Source: an optimization exercise on an open RTL-to-GDS flow (aim: small area). Production flows keep margins and buffers that such runs may drop.
Where RTL was checked, it was by simulation tests only, not by an equivalence proof against the original.
Function not checked in run 2: the RTL went through the layout flow alone.
No activity file was given, so power comes from the tool's default toggle rates.

## flow/design.v (module list and top-level ports; edited modules follow where they fit)
// module firFa: 10 lines
// module firHa: 9 lines
// module firHold: 9 lines
// module eegFirFilter: 1310 lines
module eegFirFilter (
    input logic clk,
    input logic reset,
    input logic [12:0] sampleIn,
    output logic [30:0] filterOut
);
  // ...
==> flow/flow/run.sh <==
#!/bin/bash
# Layout flow: the standard ORFS flow, with the port buffers made from the
# smallest buffer cell (every input and output port still gets its own buffer).
set -euo pipefail
bash standard.sh "BUFFER_PORTS_ARGS=-buffer_cell sky130_fd_sc_hd__buf_1" finish > standard_flow.log 2>&1
==> flow/standard.sh <==
#!/bin/bash
# synth_recipe.tcl (not shown) runs the flow's synth.tcl, then flattens the netlist and writes it again
# the make line also repeats each setting of config.mk as NAME=value (left out here)
make -C /OpenROAD-flow-scripts/flow DESIGN_CONFIG=/design/flow/config.mk WORK_HOME=/design/flow/orfs CLKGATE_MAP_FILE= SYNTH_SCRIPT=/design/flow/synth_recipe.tcl "${@:-finish}"
==> flow/config.mk <==
export PLATFORM = sky130hd
export DESIGN_NAME = eegFirFilter
export DESIGN_NICKNAME = eegFirFilter
export VERILOG_FILES = /design/flow/design.v
export SDC_FILE = /design/flow/constraint.sdc
export NUM_CORES = 4
export LEC_CHECK = 0
export ABC_AREA = 0
export CAP_MARGIN = 10
export CORE_MARGIN = 2
export CORE_UTILIZATION = 75
export CTS_BUF_LIST = sky130_fd_sc_hd__clkbuf_8
export CTS_CLUSTER_DIAMETER = 70
export CTS_CLUSTER_SIZE = 16
export PLACE_DENSITY = 0.85
export SLEW_MARGIN = 10
export SYNTH_HIERARCHICAL = 1
export SYNTH_MINIMUM_KEEP_SIZE = 0
==> flow/constraint.sdc <==
create_clock -name core_clock -period 6.0 [get_ports {clk}]
set_input_delay 1.2000 -clock core_clock [delete_from_list [all_inputs] [get_ports {clk}]]
set_output_delay 1.2000 -clock core_clock [all_outputs]
set_load 0.01 [all_outputs]
==> results.yml, run 1 <==
routing:
  drt_wl_total_mm: 32.68
  drt_iter0_drc: 769
  route.met3.wl_mm: 2.859
  viasPerCell: 6.082
  dr_wl_met2_mm: 15.01
  drt-met1-wl_mm: 14.33
finish:
  register_area_um2: 6326
  post-route-util_pct: 80.44
  multi_input_area_share_pct: 55.09
  sh_seq_area_pct: 36.03
  final_cell_area_um2: 17560
timing:
  maxClockFrequency_mhz: 170.7
  setup_tns_ns: 0
  clock_skew_ns: 0.03438
  drv_slew: 0
floorplanning:
  floorplan.initialDensity_pct: 76.64
  core_area_um2: 21820
  pin_count: 46
synth:
  synthArstFlopShare_pct: 0
  syn-instance-count: 1129
  syn_nets: 1543
  synth_most_common_cell: "fa_1"
  synth_ff_type: "dfxtp_1"
grt:
  grt_pass1_vias: 9566
  use_met2_pct: 44.01
  top_usage_layer: "met1"
  grt_pass1_wl_mm: 52.79
power:
  power.clock.total_w: 0.00103
  power_leakage_nw: 7.824
  max-vdd-ir-drop_v: 0.0002302
critical_path:
  path_class: "flip-flop to flip-flop"
  startpoint_type: "flip-flop"
  worstPathArrival_ns: 6.29
  critPathBufInv: 3
  path_common_cell: "fa_1"
place:
  gp_congestion: 0.9734
  place_area_um2: 17170
clocking:
  cts_sinks: 316
  cts_hold_buf: 0
run_status:
  status: "no timing/DRC/antenna violations"
==> inputs of run 2 (changes only) <==
--- a/flow/design.v
+++ b/flow/design.v
@@ -142,34 +142,34 @@
     logic r2_39;
     logic r2_40;
     logic r3_41;
     logic r2_42;
     logic r2_43;
     logic r2_44;
     logic r3_45;
     logic r2_46;
-    logic r2_47;
+    logic r3_47;
     logic r2_48;
-    logic r3_49;
+    logic r2_49;
     logic r2_50;
-    logic r2_51;
-    logic r3_52;
+    logic r3_51;
+    logic r2_52;
     logic r2_53;
     logic r2_54;
-    logic r2_55;
+    logic r3_55;
     logic r2_56;
     logic r2_57;
-    logic r3_58;
-    logic r2_59;
+    logic r2_58;
+    logic r3_59;
     logic r2_60;
-    logic r3_61;
+    logic r2_61;
     logic r2_62;
-    logic r2_63;
-    logic r2_64;
+    logic r3_63;
+    logic r3_64;
     logic r3_65;
     logic r3_66;
     logic r3_67;
     logic r3_68;
     logic r3_69;
     logic r3_70;
     logic r3_71;
     logic r3_72;
@@ -177,21 +177,16 @@
     logic r3_74;
     logic r3_75;
     logic r3_76;
     logic r3_77;
     logic r3_78;
     logic r3_79;
     logic r3_80;
     logic r3_81;
-    logic r3_82;
-    logic r3_83;
-    logic r3_84;
-    logic r3_85;
-    logic r3_86;
     always_ff @(posedge clk) begin
         v1 <= sampleIn[12] & ~reset;
         v2 <= v1 & ~reset;
         v3 <= v2 & ~reset;
         v4 <= v3 & ~reset;
     end
     always_ff @(posedge clk) begin
         d1[0] <= sampleIn[0];
@@ -1012,23 +1007,23 @@
     wire n384s, n384c;
     firFa u384 (.a(n381s), .b(n367c), .c(n382s), .s(n384s), .co(n384c));
     wire n385 = ~n369c;
     wire n386s, n386c;
     firFa u386 (.a(n385), .b(n192s), .c(n370c), .s(n386s), .co(n386c));
     wire n387 = ~n384s;
     wire n388s, n388c;
     firFa u388 (.a(n383s), .b(n371c), .c(n387), .s(n388s), .co(n388c));
-    wire n389 = ~r2_48;
+    wire n389 = ~n388s;
     wire n390s, n390c;
-    firFa u390 (.a(r2_46), .b(r2_47), .c(n389), .s(n390s), .co(n390c));
+    firFa u390 (.a(n386s), .b(n372c), .c(n389), .s(n390s), .co(n390c));
     wire n391s, n391c;
     firFa u391 (.a(w8[9]), .b(n9s), .c(n22s), .s(n391s), .co(n391c));
     wire n392s, n392c;
-    firFa u392 (.a(n374c), .b(n390s), .c(n62s), .s(n392s), .co(n392c));
+    firFa u392 (.a(r2_46), .b(n374c), .c(n62s), .s(n392s), .co(n392c));
     wire n393s, n393c;
     firFa u393 (.a(n391s), .b(n376c), .c(n182s), .s(n393s), .co(n393c));
     wire n394s, n394c;
     firFa u394 (.a(n392s), .b(n260s), .c(n379c), .s(n394s), .co(n394c));
     wire n395 = ~n394s;
     wire n396s, n396c;
     firFa u396 (.a(n377c), .b(n393s), .c(n395), .s(n396s), .co(n396c));
     wire n397s, n397c;
@@ -1040,22 +1035,22 @@
     wire n400s, n400c;
     firFa u400 (.a(n398s), .b(n384c), .c(n399s), .s(n400s), .co(n400c));
     wire n401 = ~n193s;
     wire n402s, n402c;
     firFa u402 (.a(n252s), .b(n383c), .c(n401), .s(n402s), .co(n402c));
     wire n403 = ~n388c;
     wire n404s, n404c;
     firFa u404 (.a(n386c), .b(n400s), .c(n403), .s(n404s), .co(n404c));
-    wire n405 = ~r2_51;
+    wire n405 = ~r2_48;
     wire n406s, n406c;
-    firFa u406 (.a(r2_50), .b(n405), .c(w8[10]), .s(n406s), .co(n406c));
-    wire n407 = ~n390c;
+    firFa u406 (.a(n405), .b(r2_49), .c(r2_50), .s(n406s), .co(n406c));
+    wire n407 = ~n406s;
     wire n408s, n408c;
-    firFa u408 (.a(n87s), .b(n407), .c(n406s), .s(n408s), .co(n408c));
+    firFa u408 (.a(w8[10]), .b(n87s), .c(n407), .s(n408s), .co(n408c));
     wire n409s, n409c;
     firFa u409 (.a(n10s), .b(n23s), .c(n391c), .s(n409s), .co(n409c));
     wire n410 = ~n408s;
     wire n411s, n411c;
     firFa u411 (.a(n410), .b(n63s), .c(n392c), .s(n411s), .co(n411c));
     wire n412s, n412c;
     firFa u412 (.a(n409s), .b(n183s), .c(n393c), .s(n412s), .co(n412c));
     wire n413s, n413c;
@@ -1064,214 +1059,217 @@
     wire n415s, n415c;
     firFa u415 (.a(n412s), .b(n396c), .c(n414), .s(n415s), .co(n415c));
     wire n416s, n416c;
     firHa u416 (.a(n20s), .b(n191s), .s(n416s), .co(n416c));
     wire n417s, n417c;
     firFa u417 (.a(n397c), .b(n416s), .c(n163s), .s(n417s), .co(n417c));
     wire n418s, n418c;
     firFa u418 (.a(n398c), .b(n399c), .c(n417s), .s(n418s), .co(n418c));
-    wire n419 = ~r2_54;
+    wire n419 = ~n400c;
     wire n420s, n420c;
-    firFa u420 (.a(r2_53), .b(n419), .c(r2_55), .s(n420s), .co(n420c));
-    wire n421s, n421c;
-    firFa u421 (.a(r2_56), .b(r2_57), .c(w8[11]), .s(n421s), .co(n421c));
-    wire n422 = ~n406c;
+    firFa u420 (.a(n254s), .b(n419), .c(n402c), .s(n420s), .co(n420c));
+    wire n421 = ~r2_54;
+    wire n422s, n422c;
+    firFa u422 (.a(r2_52), .b(r2_53), .c(n421), .s(n422s), .co(n422c));
     wire n423s, n423c;
-    firFa u423 (.a(n35s), .b(n421s), .c(n422), .s(n423s), .co(n423c));
+    firFa u423 (.a(w8[11]), .b(n35s), .c(n406c), .s(n423s), .co(n423c));
     wire n424s, n424c;
-    firFa u424 (.a(n420s), .b(n88s), .c(n408c), .s(n424s), .co(n424c));
+    firFa u424 (.a(n422s), .b(n181s), .c(n423s), .s(n424s), .co(n424c));
     wire n425s, n425c;
-    firFa u425 (.a(n11s), .b(n24s), .c(n409c), .s(n425s), .co(n425c));
-    wire n426s, n426c;
-    firFa u426 (.a(n181s), .b(n423s), .c(n194s), .s(n426s), .co(n426c));
+    firFa u425 (.a(n88s), .b(n408c), .c(n11s), .s(n425s), .co(n425c));
+    wire n426 = ~n424s;
     wire n427s, n427c;
-    firFa u427 (.a(n424s), .b(n425s), .c(n65s), .s(n427s), .co(n427c));
+    firFa u427 (.a(n24s), .b(n409c), .c(n426), .s(n427s), .co(n427c));
     wire n428s, n428c;
-    firFa u428 (.a(n411c), .b(n426s), .c(n185s), .s(n428s), .co(n428c));
+    firFa u428 (.a(n425s), .b(n65s), .c(n427s), .s(n428s), .co(n428c));
     wire n429s, n429c;
-    firFa u429 (.a(n428s), .b(n264s), .c(n413c), .s(n429s), .co(n429c));
+    firFa u429 (.a(n194s), .b(n411c), .c(n185s), .s(n429s), .co(n429c));
     wire n430s, n430c;
-    firFa u430 (.a(n412c), .b(n427s), .c(n415c), .s(n430s), .co(n430c));
-    wire n431 = n430s ^ n429s;
-    wire n432 = n430s & ~n429s;
-    wire n433s, n433c;
-    firFa u433 (.a(n21s), .b(n416c), .c(n192s), .s(n433s), .co(n433c));
-    wire n434 = ~n256s;
-    wire n435s, n435c;
-    firFa u435 (.a(n417c), .b(n433s), .c(n434), .s(n435s), .co(n435c));
+    firFa u430 (.a(n429s), .b(n264s), .c(n413c), .s(n430s), .co(n430c));
+    wire n431s, n431c;
+    firFa u431 (.a(n412c), .b(n428s), .c(n415c), .s(n431s), .co(n431c));
+    wire n432 = n431s ^ n430s;
+    wire n433 = n431s & ~n430s;
+    wire n434s, n434c;
+    firFa u434 (.a(n21s), .b(n416c), .c(n192s), .s(n434s), .co(n434c));
+    wire n435 = ~n256s;
     wire n436s, n436c;
-    firFa u436 (.a(r2_59), .b(r2_60), .c(n421c), .s(n436s), .co(n436c));
-    wire n437s, n437c;
-    firFa u437 (.a(n36s), .b(n436s), .c(n164s), .s(n437s), .co(n437c));
+    firFa u436 (.a(n417c), .b(n434s), .c(n435), .s(n436s), .co(n436c));
+    wire n437 = ~r2_58;
     wire n438s, n438c;
-    firFa u438 (.a(n420c), .b(n89s), .c(n424c), .s(n438s), .co(n438c));
+    firFa u438 (.a(r2_56), .b(r2_57), .c(n437), .s(n438s), .co(n438c));
     wire n439s, n439c;
-    firFa u439 (.a(n423c), .b(n182s), .c(n437s), .s(n439s), .co(n439c));
+    firFa u439 (.a(n422c), .b(n438s), .c(n36s), .s(n439s), .co(n439c));
     wire n440s, n440c;
-    firFa u440 (.a(n425c), .b(n65c), .c(n438s), .s(n440s), .co(n440c));
-    wire n441s, n441c;
-    firFa u441 (.a(n13s), .b(n26s), .c(n439s), .s(n441s), .co(n441c));
+    firFa u440 (.a(n423c), .b(n164s), .c(n182s), .s(n440s), .co(n440c));
+    wire n441 = ~n89s;
     wire n442s, n442c;
-    firFa u442 (.a(n195s), .b(n426c), .c(n441s), .s(n442s), .co(n442c));
+    firFa u442 (.a(n441), .b(n439s), .c(n424c), .s(n442s), .co(n442c));
     wire n443s, n443c;
-    firFa u443 (.a(n186s), .b(n428c), .c(n442s), .s(n443s), .co(n443c));
+    firFa u443 (.a(n13s), .b(n26s), .c(n440s), .s(n443s), .co(n443c));
     wire n444s, n444c;
-    firFa u444 (.a(n443s), .b(n429c), .c(n266s), .s(n444s), .co(n444c));
+    firFa u444 (.a(n425c), .b(n65c), .c(n427c), .s(n444s), .co(n444c));
     wire n445s, n445c;
-    firFa u445 (.a(n427c), .b(n440s), .c(n430c), .s(n445s), .co(n445c));
-    wire n446 = ~n444s;
+    firFa u445 (.a(n442s), .b(n195s), .c(n443s), .s(n445s), .co(n445c));
+    wire n446s, n446c;
+    firFa u446 (.a(n186s), .b(n429c), .c(n445s), .s(n446s), .co(n446c));
     wire n447s, n447c;
-    firFa u447 (.a(n446), .b(n432), .c(n445s), .s(n447s), .co(n447c));
+    firFa u447 (.a(n446s), .b(n430c), .c(n266s), .s(n447s), .co(n447c));
     wire n448s, n448c;
-    firFa u448 (.a(r2_62), .b(r2_63), .c(r2_64), .s(n448s), .co(n448c));
-    wire n449s, n449c;
-    firFa u449 (.a(n22s), .b(n448s), .c(n436c), .s(n449s), .co(n449c));
+    firFa u448 (.a(n428c), .b(n444s), .c(n431c), .s(n448s), .co(n448c));
+    wire n449 = ~n447s;
     wire n450s, n450c;
-    firFa u450 (.a(n37s), .b(n449s), .c(n437c), .s(n450s), .co(n450c));
+    firFa u450 (.a(n449), .b(n433), .c(n448s), .s(n450s), .co(n450c));
     wire n451s, n451c;
-    firFa u451 (.a(n165s), .b(n13c), .c(n26c), .s(n451s), .co(n451c));
+    firFa u451 (.a(r2_60), .b(r2_61), .c(r2_62), .s(n451s), .co(n451c));
     wire n452s, n452c;
-    firFa u452 (.a(n183s), .b(n91s), .c(n439c), .s(n452s), .co(n452c));
-    wire n453 = ~n450s;
+    firFa u452 (.a(n22s), .b(n451s), .c(n438c), .s(n452s), .co(n452c));
+    wire n453s, n453c;
+    firFa u453 (.a(n452s), .b(n37s), .c(n439c), .s(n453s), .co(n453c));
     wire n454s, n454c;
-    firFa u454 (.a(n258s), .b(n438c), .c(n453), .s(n454s), .co(n454c));
+    firFa u454 (.a(n165s), .b(n13c), .c(n26c), .s(n454s), .co(n454c));
     wire n455s, n455c;
-    firFa u455 (.a(n451s), .b(n441c), .c(n452s), .s(n455s), .co(n455c));
-    wire n456 = ~n196s;
+    firFa u455 (.a(n183s), .b(n440c), .c(n453s), .s(n455s), .co(n455c));
+    wire n456 = ~n258s;
     wire n457s, n457c;
-    firFa u457 (.a(n440c), .b(n456), .c(n454s), .s(n457s), .co(n457c));
+    firFa u457 (.a(n456), .b(n91s), .c(n442c), .s(n457s), .co(n457c));
     wire n458s, n458c;
-    firFa u458 (.a(n186c), .b(n442c), .c(n455s), .s(n458s), .co(n458c));
-    wire n459 = ~n457s;
+    firFa u458 (.a(n454s), .b(n443c), .c(n455s), .s(n458s), .co(n458c));
+    wire n459 = ~n444c;
     wire n460s, n460c;
-    firFa u460 (.a(n459), .b(n443c), .c(n458s), .s(n460s), .co(n460c));
+    firFa u460 (.a(n457s), .b(n196s), .c(n459), .s(n460s), .co(n460c));
     wire n461s, n461c;
-    firFa u461 (.a(n460s), .b(n444c), .c(n268s), .s(n461s), .co(n461c));
-    wire n462 = ~r3_66;
+    firFa u461 (.a(n186c), .b(n445c), .c(n458s), .s(n461s), .co(n461c));
+    wire n462s, n462c;
+    firFa u462 (.a(n460s), .b(n446c), .c(n461s), .s(n462s), .co(n462c));
     wire n463s, n463c;
-    firFa u463 (.a(r3_65), .b(n462), .c(r3_67), .s(n463s), .co(n463c));
-    wire n464s, n464c;
-    firFa u464 (.a(n448c), .b(n23s), .c(n449c), .s(n464s), .co(n464c));
+    firFa u463 (.a(n462s), .b(n447c), .c(n268s), .s(n463s), .co(n463c));
+    wire n464 = ~n463s;
     wire n465s, n465c;
-    firFa u465 (.a(n194s), .b(n464s), .c(n91c), .s(n465s), .co(n465c));
-    wire n466 = ~n39s;
+    firFa u465 (.a(n448c), .b(n464), .c(n450c), .s(n465s), .co(n465c));
+    wire n466s, n466c;
+    firFa u466 (.a(n451c), .b(n23s), .c(n452c), .s(n466s), .co(n466c));
     wire n467s, n467c;
-    firFa u467 (.a(n450c), .b(n466), .c(n166s), .s(n467s), .co(n467c));
-    wire n468s, n468c;
-    firFa u468 (.a(n451c), .b(n465s), .c(n452c), .s(n468s), .co(n468c));
+    firFa u467 (.a(n466s), .b(n194s), .c(n453c), .s(n467s), .co(n467c));
+    wire n468 = ~n39s;
     wire n469s, n469c;
-    firFa u469 (.a(n260s), .b(n185s), .c(n454c), .s(n469s), .co(n469c));
+    firFa u469 (.a(n91c), .b(n468), .c(n166s), .s(n469s), .co(n469c));
     wire n470s, n470c;
-    firFa u470 (.a(n467s), .b(n455c), .c(n468s), .s(n470s), .co(n470c));
-    wire n471 = ~n197s;
+    firFa u470 (.a(n454c), .b(n455c), .c(n467s), .s(n470s), .co(n470c));
+    wire n471 = ~n457c;
     wire n472s, n472c;
-    firFa u472 (.a(n469s), .b(n471), .c(n457c), .s(n472s), .co(n472c));
-    wire n473 = ~n472s;
-    wire n474s, n474c;
-    firFa u474 (.a(n458c), .b(n470s), .c(n473), .s(n474s), .co(n474c));
-    wire n475 = ~n269;
+    firFa u472 (.a(n260s), .b(n471), .c(n185s), .s(n472s), .co(n472c));
+    wire n473s, n473c;
+    firFa u473 (.a(n469s), .b(n458c), .c(n470s), .s(n473s), .co(n473c));
+    wire n474 = ~n472s;
+    wire n475s, n475c;
+    firFa u475 (.a(n474), .b(n197s), .c(n460c), .s(n475s), .co(n475c));
     wire n476s, n476c;
-    firFa u476 (.a(n460c), .b(n474s), .c(n475), .s(n476s), .co(n476c));
-    wire n477 = ~n463c;
+    firFa u476 (.a(n461c), .b(n473s), .c(n475s), .s(n476s), .co(n476c));
+    wire n477 = ~n269;
     wire n478s, n478c;
-    firFa u478 (.a(r3_68), .b(r3_69), .c(n477), .s(n478s), .co(n478c));
-    wire n479s, n479c;
-    firFa u479 (.a(n24s), .b(n464c), .c(n195s), .s(n479s), .co(n479c));
+    firFa u478 (.a(n462c), .b(n476s), .c(n477), .s(n478s), .co(n478c));
+    wire n479 = ~r3_66;
     wire n480s, n480c;
-    firFa u480 (.a(n465c), .b(n467c), .c(n168s), .s(n480s), .co(n480c));
+    firFa u480 (.a(r3_64), .b(r3_65), .c(n479), .s(n480s), .co(n480c));
     wire n481s, n481c;
-    firFa u481 (.a(n39c), .b(n262s), .c(n186s), .s(n481s), .co(n481c));
+    firFa u481 (.a(n24s), .b(n466c), .c(n195s), .s(n481s), .co(n481c));
     wire n482s, n482c;
-    firFa u482 (.a(n479s), .b(n468c), .c(n480s), .s(n482s), .co(n482c));
+    firFa u482 (.a(n467c), .b(n469c), .c(n168s), .s(n482s), .co(n482c));
     wire n483s, n483c;
-    firFa u483 (.a(n470c), .b(n199s), .c(n482s), .s(n483s), .co(n483c));
+    firFa u483 (.a(n39c), .b(n262s), .c(n186s), .s(n483s), .co(n483c));
     wire n484s, n484c;
-    firFa u484 (.a(n469c), .b(n481s), .c(n472c), .s(n484s), .co(n484c));
-    wire n485 = ~n484s;
-    wire n486s, n486c;
-    firFa u486 (.a(n483s), .b(n485), .c(n474c), .s(n486s), .co(n486c));
-    wire n487 = ~n271;
-    wire n488s, n488c;
-    firFa u488 (.a(n486s), .b(n487), .c(n476c), .s(n488s), .co(n488c));
-    wire n489 = r3_70 ^ n478c;
-    wire n490 = r3_70 | n478c;
+    firFa u484 (.a(n481s), .b(n470c), .c(n482s), .s(n484s), .co(n484c));
+    wire n485s, n485c;
+    firFa u485 (.a(n473c), .b(n199s), .c(n475c), .s(n485s), .co(n485c));
+    wire n486 = ~n484s;
+    wire n487s, n487c;
+    firFa u487 (.a(n472c), .b(n483s), .c(n486), .s(n487s), .co(n487c));
+    wire n488 = ~n487s;
+    wire n489s, n489c;
+    firFa u489 (.a(n476c), .b(n485s), .c(n488), .s(n489s), .co(n489c));
+    wire n490 = ~n271;
     wire n491s, n491c;
-    firHa u491 (.a(n196s), .b(n479c), .s(n491s), .co(n491c));
-    wire n492s, n492c;
-    firFa u492 (.a(n491s), .b(n480c), .c(n170s), .s(n492s), .co(n492c));
-    wire n493s, n493c;
-    firFa u493 (.a(n26s), .b(n186c), .c(n264s), .s(n493s), .co(n493c));
-    wire n494 = ~n481c;
+    firFa u491 (.a(n489s), .b(n490), .c(n478c), .s(n491s), .co(n491c));
+    wire n492 = r3_67 ^ n480c;
+    wire n493 = r3_67 | n480c;
+    wire n494s, n494c;
+    firHa u494 (.a(n196s), .b(n481c), .s(n494s), .co(n494c));
     wire n495s, n495c;
-    firFa u495 (.a(n494), .b(n482c), .c(n492s), .s(n495s), .co(n495c));
+    firFa u495 (.a(n494s), .b(n482c), .c(n170s), .s(n495s), .co(n495c));
     wire n496s, n496c;
-    firFa u496 (.a(n201s), .b(n483c), .c(n495s), .s(n496s), .co(n496c));
-    wire n497 = ~n496s;
+    firFa u496 (.a(n26s), .b(n186c), .c(n264s), .s(n496s), .co(n496c));
+    wire n497 = ~n483c;
     wire n498s, n498c;
-    firFa u498 (.a(n493s), .b(n484c), .c(n497), .s(n498s), .co(n498c));
-    wire n499 = ~r3_71;
-    wire n500s, n500c;
-    firFa u500 (.a(n499), .b(r3_72), .c(r3_73), .s(n500s), .co(n500c));
-    wire n501 = ~n500s;
-    wire n502s, n502c;
-    firFa u502 (.a(r3_74), .b(n501), .c(n490), .s(n502s), .co(n502c));
-    wire n503 = ~n26c;
-    wire n504s, n504c;
-    firFa u504 (.a(n503), .b(n491c), .c(n197s), .s(n504s), .co(n504c));
+    firFa u498 (.a(n497), .b(n484c), .c(n495s), .s(n498s), .co(n498c));
+    wire n499s, n499c;
+    firFa u499 (.a(n201s), .b(n485c), .c(n498s), .s(n499s), .co(n499c));
+    wire n500 = ~n499s;
+    wire n501s, n501c;
+    firFa u501 (.a(n496s), .b(n487c), .c(n500), .s(n501s), .co(n501c));
+    wire n502 = ~n489c;
+    wire n503s, n503c;
+    firFa u503 (.a(n502), .b(n501s), .c(n273), .s(n503s), .co(n503c));
+    wire n504 = ~r3_69;
     wire n505s, n505c;
-    firFa u505 (.a(n171s), .b(n492c), .c(n504s), .s(n505s), .co(n505c));
-    wire n506s, n506c;
-    firFa u506 (.a(n201c), .b(n495c), .c(n505s), .s(n506s), .co(n506c));
-    wire n507 = ~n496c;
+    firFa u505 (.a(r3_68), .b(n504), .c(n493), .s(n505s), .co(n505c));
+    wire n506 = ~n26c;
+    wire n507s, n507c;
+    firFa u507 (.a(n506), .b(n494c), .c(n197s), .s(n507s), .co(n507c));
     wire n508s, n508c;
-    firFa u508 (.a(n493c), .b(n266s), .c(n507), .s(n508s), .co(n508c));
-    wire n509 = ~r3_75;
-    wire n510s, n510c;
-    firFa u510 (.a(n509), .b(r3_76), .c(r3_77), .s(n510s), .co(n510c));
+    firFa u508 (.a(n171s), .b(n495c), .c(n507s), .s(n508s), .co(n508c));
+    wire n509s, n509c;
+    firFa u509 (.a(n201c), .b(n498c), .c(n508s), .s(n509s), .co(n509c));
+    wire n510 = ~n499c;
     wire n511s, n511c;
-    firFa u511 (.a(r3_78), .b(n500c), .c(n510s), .s(n511s), .co(n511c));
-    wire n512 = n511s ^ n502c;
-    wire n513 = n511s & ~n502c;
+    firFa u511 (.a(n496c), .b(n266s), .c(n510), .s(n511s), .co(n511c));
+    wire n512 = ~n509s;
+    wire n513s, n513c;
+    firFa u513 (.a(n512), .b(n501c), .c(n511s), .s(n513s), .co(n513c));
     wire n514s, n514c;
-    firFa u514 (.a(n199s), .b(n504c), .c(n172s), .s(n514s), .co(n514c));
-    wire n515 = ~n268s;
-    wire n516s, n516c;
-    firFa u516 (.a(n505c), .b(n514s), .c(n515), .s(n516s), .co(n516c));
-    wire n517 = ~n508c;
-    wire n518s, n518c;
-    firFa u518 (.a(n506c), .b(n516s), .c(n517), .s(n518s), .co(n518c));
-    wire n519 = ~n510c;
-    wire n520s, n520c;
-    firFa u520 (.a(r3_79), .b(r3_80), .c(n519), .s(n520s), .co(n520c));
-    wire n521 = ~n520s;
-    wire n522s, n522c;
-    firFa u522 (.a(n511c), .b(n521), .c(n513), .s(n522s), .co(n522c));
+    firFa u514 (.a(r3_70), .b(r3_71), .c(r3_72), .s(n514s), .co(n514c));
+    wire n515 = n514s ^ n505c;
+    wire n516 = n514s & ~n505c;
+    wire n517s, n517c;
+    firFa u517 (.a(n199s), .b(n507c), .c(n172s), .s(n517s), .co(n517c));
+    wire n518 = ~n268s;
+    wire n519s, n519c;
+    firFa u519 (.a(n508c), .b(n517s), .c(n518), .s(n519s), .co(n519c));
+    wire n520 = ~n511c;
+    wire n521s, n521c;
+    firFa u521 (.a(n509c), .b(n519s), .c(n520), .s(n521s), .co(n521c));
+    wire n522 = ~r3_74;
     wire n523s, n523c;
-    firFa u523 (.a(n172c), .b(n201s), .c(n514c), .s(n523s), .co(n523c));
-    wire n524s, n524c;
-    firFa u524 (.a(n269), .b(n523s), .c(n516c), .s(n524s), .co(n524c));
+    firFa u523 (.a(r3_73), .b(n522), .c(r3_75), .s(n523s), .co(n523c));
+    wire n524 = ~n523s;
     wire n525s, n525c;
-    firFa u525 (.a(r3_81), .b(r3_82), .c(n520c), .s(n525s), .co(n525c));
-    wire n526 = n522c ^ n525s;
-    wire n527 = n522c & ~n525s;
+    firFa u525 (.a(n514c), .b(n524), .c(n516), .s(n525s), .co(n525c));
+    wire n526s, n526c;
+    firFa u526 (.a(n172c), .b(n201s), .c(n517c), .s(n526s), .co(n526c));
+    wire n527s, n527c;
+    firFa u527 (.a(n269), .b(n526s), .c(n519c), .s(n527s), .co(n527c));
     wire n528s, n528c;
-    firHa u528 (.a(n201c), .b(n523c), .s(n528s), .co(n528c));
-    wire n529s, n529c;
-    firFa u529 (.a(r3_83), .b(r3_84), .c(r3_85), .s(n529s), .co(n529c));
-    wire n530 = ~n527;
+    firFa u528 (.a(r3_76), .b(r3_77), .c(n523c), .s(n528s), .co(n528c));
+    wire n529 = n525c ^ n528s;
+    wire n530 = n525c & ~n528s;
     wire n531s, n531c;
-    firFa u531 (.a(n529s), .b(n525c), .c(n530), .s(n531s), .co(n531c));
+    firHa u531 (.a(n201c), .b(n526c), .s(n531s), .co(n531c));
     wire n532s, n532c;
-    firFa u532 (.a(r3_86), .b(r3_73), .c(n529c), .s(n532s), .co(n532c));
-    wire n533 = n532s ^ n531c;
-    wire n534 = n532s | n531c;
+    firFa u532 (.a(n271), .b(n531s), .c(n527c), .s(n532s), .co(n532c));
+    wire n533 = ~n530;
+    wire n534s, n534c;
+    firFa u534 (.a(r3_78), .b(n528c), .c(n533), .s(n534s), .co(n534c));
     wire n535s, n535c;
-    firFa u535 (.a(r3_78), .b(n532c), .c(n534), .s(n535s), .co(n535c));
-    wire n536 = r3_79 ^ n535c;
+    firFa u535 (.a(r3_79), .b(r3_80), .c(r3_81), .s(n535s), .co(n535c));
+    wire n536 = n535s ^ n534c;
+    wire n537 = n535s | n534c;
+    wire n538s, n538c;
+    firFa u538 (.a(r3_70), .b(n535c), .c(n537), .s(n538s), .co(n538c));
+    wire n539 = r3_73 ^ n538c;
     always_ff @(posedge clk) begin
         r2_0 <= n8c;
         r2_1 <= n21c;
         r2_2 <= n34c;
         r2_3 <= n47c;
         r2_4 <= n60c;
         r2_5 <= n73c;
         r2_6 <= n86c;
@@ -1309,78 +1307,73 @@
         r2_38 <= n357s;
         r2_39 <= n344c;
         r2_40 <= n359s;
         r3_41 <= n362s;
         r2_42 <= n371s;
         r2_43 <= n372s;
         r2_44 <= n359c;
         r3_45 <= n379s;
-        r2_46 <= n386s;
-        r2_47 <= n372c;
-        r2_48 <= n388s;
-        r3_49 <= n396s;
-        r2_50 <= n402s;
-        r2_51 <= n404s;
-        r3_52 <= n415s;
-        r2_53 <= n254s;
-        r2_54 <= n400c;
-        r2_55 <= n402c;
-        r2_56 <= n418s;
-        r2_57 <= n404c;
-        r3_58 <= n431;
-        r2_59 <= n418c;
-        r2_60 <= n435s;
-        r3_61 <= n447s;
-        r2_62 <= n193s;
-        r2_63 <= n433c;
-        r2_64 <= n435c;
-        r3_65 <= n445c;
-        r3_66 <= n461s;
-        r3_67 <= n447c;
-        r3_68 <= n461c;
-        r3_69 <= n476s;
-        r3_70 <= n488s;
-        r3_71 <= n486c;
-        r3_72 <= n498s;
-        r3_73 <= n273;
-        r3_74 <= n488c;
-        r3_75 <= n506s;
-        r3_76 <= n498c;
-        r3_77 <= n508s;
-        r3_78 <= n275;
-        r3_79 <= n276;
-        r3_80 <= n518s;
-        r3_81 <= n524s;
-        r3_82 <= n518c;
-        r3_83 <= n271;
-        r3_84 <= n528s;
-        r3_85 <= n524c;
-        r3_86 <= n528c;
+        r2_46 <= n390s;
+        r3_47 <= n396s;
+        r2_48 <= n402s;
+        r2_49 <= n390c;
+        r2_50 <= n404s;
+        r3_51 <= n415s;
+        r2_52 <= n418s;
+        r2_53 <= n404c;
+        r2_54 <= n420s;
+        r3_55 <= n432;
+        r2_56 <= n418c;
+        r2_57 <= n436s;
+        r2_58 <= n420c;
+        r3_59 <= n450s;
+        r2_60 <= n193s;
+        r2_61 <= n434c;
+        r2_62 <= n436c;
+        r3_63 <= n465s;
+        r3_64 <= n463c;
+        r3_65 <= n478s;
+        r3_66 <= n465c;
+        r3_67 <= n491s;
+        r3_68 <= n491c;
+        r3_69 <= n503s;
+        r3_70 <= n275;
+        r3_71 <= n513s;
+        r3_72 <= n503c;
+        r3_73 <= n276;
+        r3_74 <= n513c;
+        r3_75 <= n521s;
+        r3_76 <= n527s;
+        r3_77 <= n521c;
+        r3_78 <= n532s;
+        r3_79 <= n531c;
+        r3_80 <= n273;
+        r3_81 <= n532c;
     end
     logic [23:0] sum;
     assign sum[0] = ~r3_22;
     assign sum[1] = ~r3_24;
     assign sum[2] = r3_26;
     assign sum[3] = ~r3_28;
     assign sum[4] = r3_30;
     assign sum[5] = r3_32;
     assign sum[6] = r3_36;
     assign sum[7] = r3_41;
     assign sum[8] = ~r3_45;
-    assign sum[9] = r3_49;
-    assign sum[10] = r3_52;
-    assign sum[11] = ~r3_58;
-    assign sum[12] = r3_61;
-    assign sum[13] = n463s;
-    assign sum[14] = ~n478s;
-    assign sum[15] = n489;
-    assign sum[16] = ~n502s;
-    assign sum[17] = ~n512;
-    assign sum[18] = n522s;
-    assign sum[19] = ~n526;
-    assign sum[20] = ~n531s;
-    assign sum[21] = n533;
-    assign sum[22] = ~n535s;
-    assign sum[23] = n536;
+    assign sum[9] = r3_47;
+    assign sum[10] = r3_51;
+    assign sum[11] = ~r3_55;
+    assign sum[12] = r3_59;
+    assign sum[13] = r3_63;
+    assign sum[14] = ~n480s;
+    assign sum[15] = n492;
+    assign sum[16] = ~n505s;
+    assign sum[17] = ~n515;
+    assign sum[18] = n525s;
+    assign sum[19] = ~n529;
+    assign sum[20] = ~n534s;
+    assign sum[21] = n536;
+    assign sum[22] = ~n538s;
+    assign sum[23] = n539;
     assign filterOut = {v4, outCount == 5'd17, {6{sum[23]}}, sum[22:0]};
 endmodule
 `default_nettype wire
==> flow/config.mk (replaced) <==
export PLATFORM = sky130hd
export DESIGN_NAME = eegFirFilter
export DESIGN_NICKNAME = eegFirFilter
export VERILOG_FILES = /design/flow/design.v
export SDC_FILE = /design/flow/constraint.sdc
export NUM_CORES = 4
export LEC_CHECK = 0
export ABC_AREA = 0
export CAP_MARGIN = 20
export CORE_MARGIN = 2
export CORE_UTILIZATION = 75
export CTS_BUF_LIST = sky130_fd_sc_hd__clkbuf_8
export CTS_CLUSTER_DIAMETER = 60
export CTS_CLUSTER_SIZE = 14
export PLACE_DENSITY = 0.85
export SLEW_MARGIN = 20
export SYNTH_HIERARCHICAL = 1
export SYNTH_MINIMUM_KEEP_SIZE = 0
==> results.yml, run 2 <==
power:
  power.density_nw_per_um2: 248.5
  pwr-share-seq_pct: 51.3
  p_switching_w: 0.001330
  swShare_pct: 30.28
  internal_power_w: 0.003062
  p_comb_share_pct: 22.9
  clkPwrFrac_pct: 25.8
  power_leakage_nw: 7.877
  max-vdd-ir-drop_v: 0.0001937
floorplanning:
  die_h_um: 152.9
  rows: 54
  floorplan.initialDensity_pct: 76.22
  core_area_um2: 21820
  pin_count: 46
  dieArea_um2: 23380
  die_x_um: 152.9
grt:
  overflow: 0
  grt_pass1_vias: 9946
  grt_max_degree: 76
  grt_antenna_before_repair: 1
  grt_pass1_wl_mm: 53.54
  gr-usage-all-layers_pct: 30.22
synth:
  ys_top_cells_by_area: "fa_1 (43%), dfxtp_1 (37%), a22o_1 (11%)"
  synth_most_common_cell: "fa_1"
  yosysSeqAreaShare_pct: 37.43
  syn_nets: 1540
  synth.top_cells.by_count: "fa_1 (360), dfxtp_1 (311), a22o_1 (204)"
  synthArstFlopShare_pct: 0
  synth_seq_cells: 311
  synth_ff_type: "dfxtp_1"
  syn-instance-count: 1126
  synth_top_area_share_pct: 43.33
  ys_types: 20
  avgSynthCellArea_um2: 14.77
  yosys_warnings: 15
  synth_top_area_cell: "fa_1"
  netlist_area_um2: 16630
  synth_edf_count: 0
routing:
  dr.pass1.iters: 5
  postRouteAntennaNets: 0
  via_count: 9071
  viasPerCell: 6.129
  drc: 0
  drt_iter0_drc: 821
  drt_wl_total_mm: 33.89
  routed_wire_length_per_instance_um: 22.90
place:
  place_inst: 1438
  gp_congestion: 0.9833
  place_area_um2: 17090
  portBuffers: 45
  hpwl_mm: 27.67
timing:
  whs_ns: 0.3224
  clock_skew_ns: 0.02716
  setup_viol_count_final: 0
  setup_tns_ns: 0
  max_slew_margin_pct: 37.06
  fin_crit_sh_pct: 98.88
  drv_slew: 0
  maxClockFrequency_mhz: 168.5
  hold_viol: 0
  fin_crit_ns: 5.933
  worstMarginPinSlew_ns: 0.9313
  rsz0062_at_grt: "true"
finish:
  fill_cells: 1172
  register_area_um2: 6228
  layout_common_cells: "fa_1 (335), dfxtp_1 (309), a22o_1 (204), inv_1 (167), buf_1 (45)"
  layout-drive-gt1-share_pct: 6.839
  layout.nets: 1608
  final_cell_area_um2: 17670
  multi_input_area_um2: 9734
  fin_cells: 1480
  post-route-util_pct: 80.97
  final_common_cell: "fa_1"
  area_growth_pct: 6.236
critical_path:
  crit_fanout: 2
  startpoint: "r2_7"
  required_ns: 6.47
  r2r-start: "r2_7"
  path_class: "flip-flop to flip-flop"
  worstPathArrival_ns: 6.41
  startpoint_type: "flip-flop"
  reg2reg_depth: 15
  end_kind: "flip-flop"
clocking:
  cts_sinks: 311
  cts_tree: "done"
  clock_latency_ns: 0.62
  cts_max_level: 1
  cts_buffers: 28
  cts_hold_buf: 0
  cts_root_buf: "clkbuf_8"
  cts_buffer_depth: 3
  path_clk_slew_ns: 0.09
job:
  cap_viol_max_count: 0
hold_path:
  whs_path_depth: 0
  hold_class: "flip-flop to flip-flop"
  hp-start: "d1[11]"
run_status:
  status: "no timing/DRC/antenna violations"
run 2: cell count changes in the layout (fill, tap and decap cells not counted), sizes merged:
| cell | previous run | this run |
|---|---|---|
| clkinv | 1 | 2 |
| buf | 51 | 59 |
| clkbuf | 24 | 28 |
| inv | 169 | 172 |
| diode | 0 | 1 |
| dfxtp | 316 | 311 |
run 2: worst max-delay path: stages, from the launching register on:
cell,delay (ns)
dfxtp_2,0.35
fa_2,0.60
inv_1,0.06
fa_1,0.41
fa_1,0.40
fa_1,0.39
fa_1,0.47
fa_1,0.53
fa_2,0.41
fa_1,0.39
fa_1,0.40
fa_1,0.49
inv_1,0.05
ha_1,0.32
inv_1,0.10
fa_1,0.41
run 2: worst paths after layout:
kind / to / slack, ns
worst max-delay path: r3_69 / 0.07
worst min-delay path: d2[11] / 0.32
worst max register to register: r3_69 / 0.07
worst min register to register: d2[11] / 0.32
run 2: cells by family after synthesis:
| kind of cell | Yosys count | share of synthesized area (%) |
|---|---|---|
| AO/OA/AOI/OAI | 207 | 10.88 |
| XOR/XNOR | 4 | 0.2106 |
| adder cells (fa/ha/maj) | 399 | 46.26 |
| buffers and inverters | 188 | 4.679 |
| flip-flops | 311 | 37.43 |
| AND/OR/NAND/NOR | 17 | 0.5417 |
run 2: layout make-up:
type,count,share of cell area [%]
antenna,1,0.01416
clock buffer,28,2.181
clock inverter,7,0.3894
inverter,167,3.547
multi-input combinational,627,55.09
sequential,311,35.25
tap,280,1.983
timing repair buffer,59,1.551
run 2: power by group through the flow:
stage	clock network, W	registers [W]	logic (W)
after floorplan	0	0.00229	0.000802
after global placement	0	0.00230	0.000952
after detailed placement	0	0.00230	0.00102
after CTS	0.00115	0.00225	0.00102
after global routing	0.00123	0.00227	0.00115
final	0.00113	0.00225	0.00101
run 2: metrics by stage:
step,setup WS [ns],total power [W]
2_1_floorplan,0.2829,0.003090
3_3_place_gp,0.09101,0.003249
3_5_place_dp,-0.009780,0.003328
4_1_cts,-0.005692,0.004431
5_1_grt,-0.03560,0.004649
6_report,0.06700,0.004391
run 2: modules after synthesis (local to each module, per instance):
module        cells inside  area, um2  copies in the design
firHa                    1      12.51                    19
firFa                    1      20.02                   360
eegFirFilter           543       7402                     1
firHold                  1      8.758                   204
run 2: routing by layer:
metal / track usage (%) / up-vias / share of wire (%)
met5: 0 / - / 0
met4: 8.113 / 0 / 2.6
met3: 9.073 / 73 / 8.5
met2: 45.78 / 343 / 47
met1: 44.00 / 4824 / 42
li1: - / 3831 / -
run 2: repair_timing:
action,4_1_cts,5_1_grt
resized for setup,4,25
endpoints found under the setup margin,2,12
buffers inserted,2,4
cloned,0,0
pin swaps,3,7

==> what the ideal ports hide <==
In the flow no input, the clock included, has a driving cell. The finished layouts below were timed again as built, in two steps.
Step 1: set_driving_cell puts a clkbuf_16 on clk and a buf_2 on each other input, an assumption about the parent block.
Step 2 also shifts input and output timing later by t, the mid clock arrival at the registers, as if the neighbouring blocks saw the same clock.
Slacks: ideal ports / drivers / drivers and shift; pairs: ideal ports / drivers.
run | t, ns | setup slack, ns | latest minus earliest clock arrival (ns) | worst slew at a driven data input, ns | cell pins on the clock port's net
run 1 | 0.617 | 0.142 / 0.142 / 0.142 | 0.035 / 0.035 | 0.04 | 1
run 2 | 0.655 | 0.067 / 0.067 / 0.067 | 0.028 / 0.027 | 0.03 | 1
After both steps every run listed still meets setup and hold.
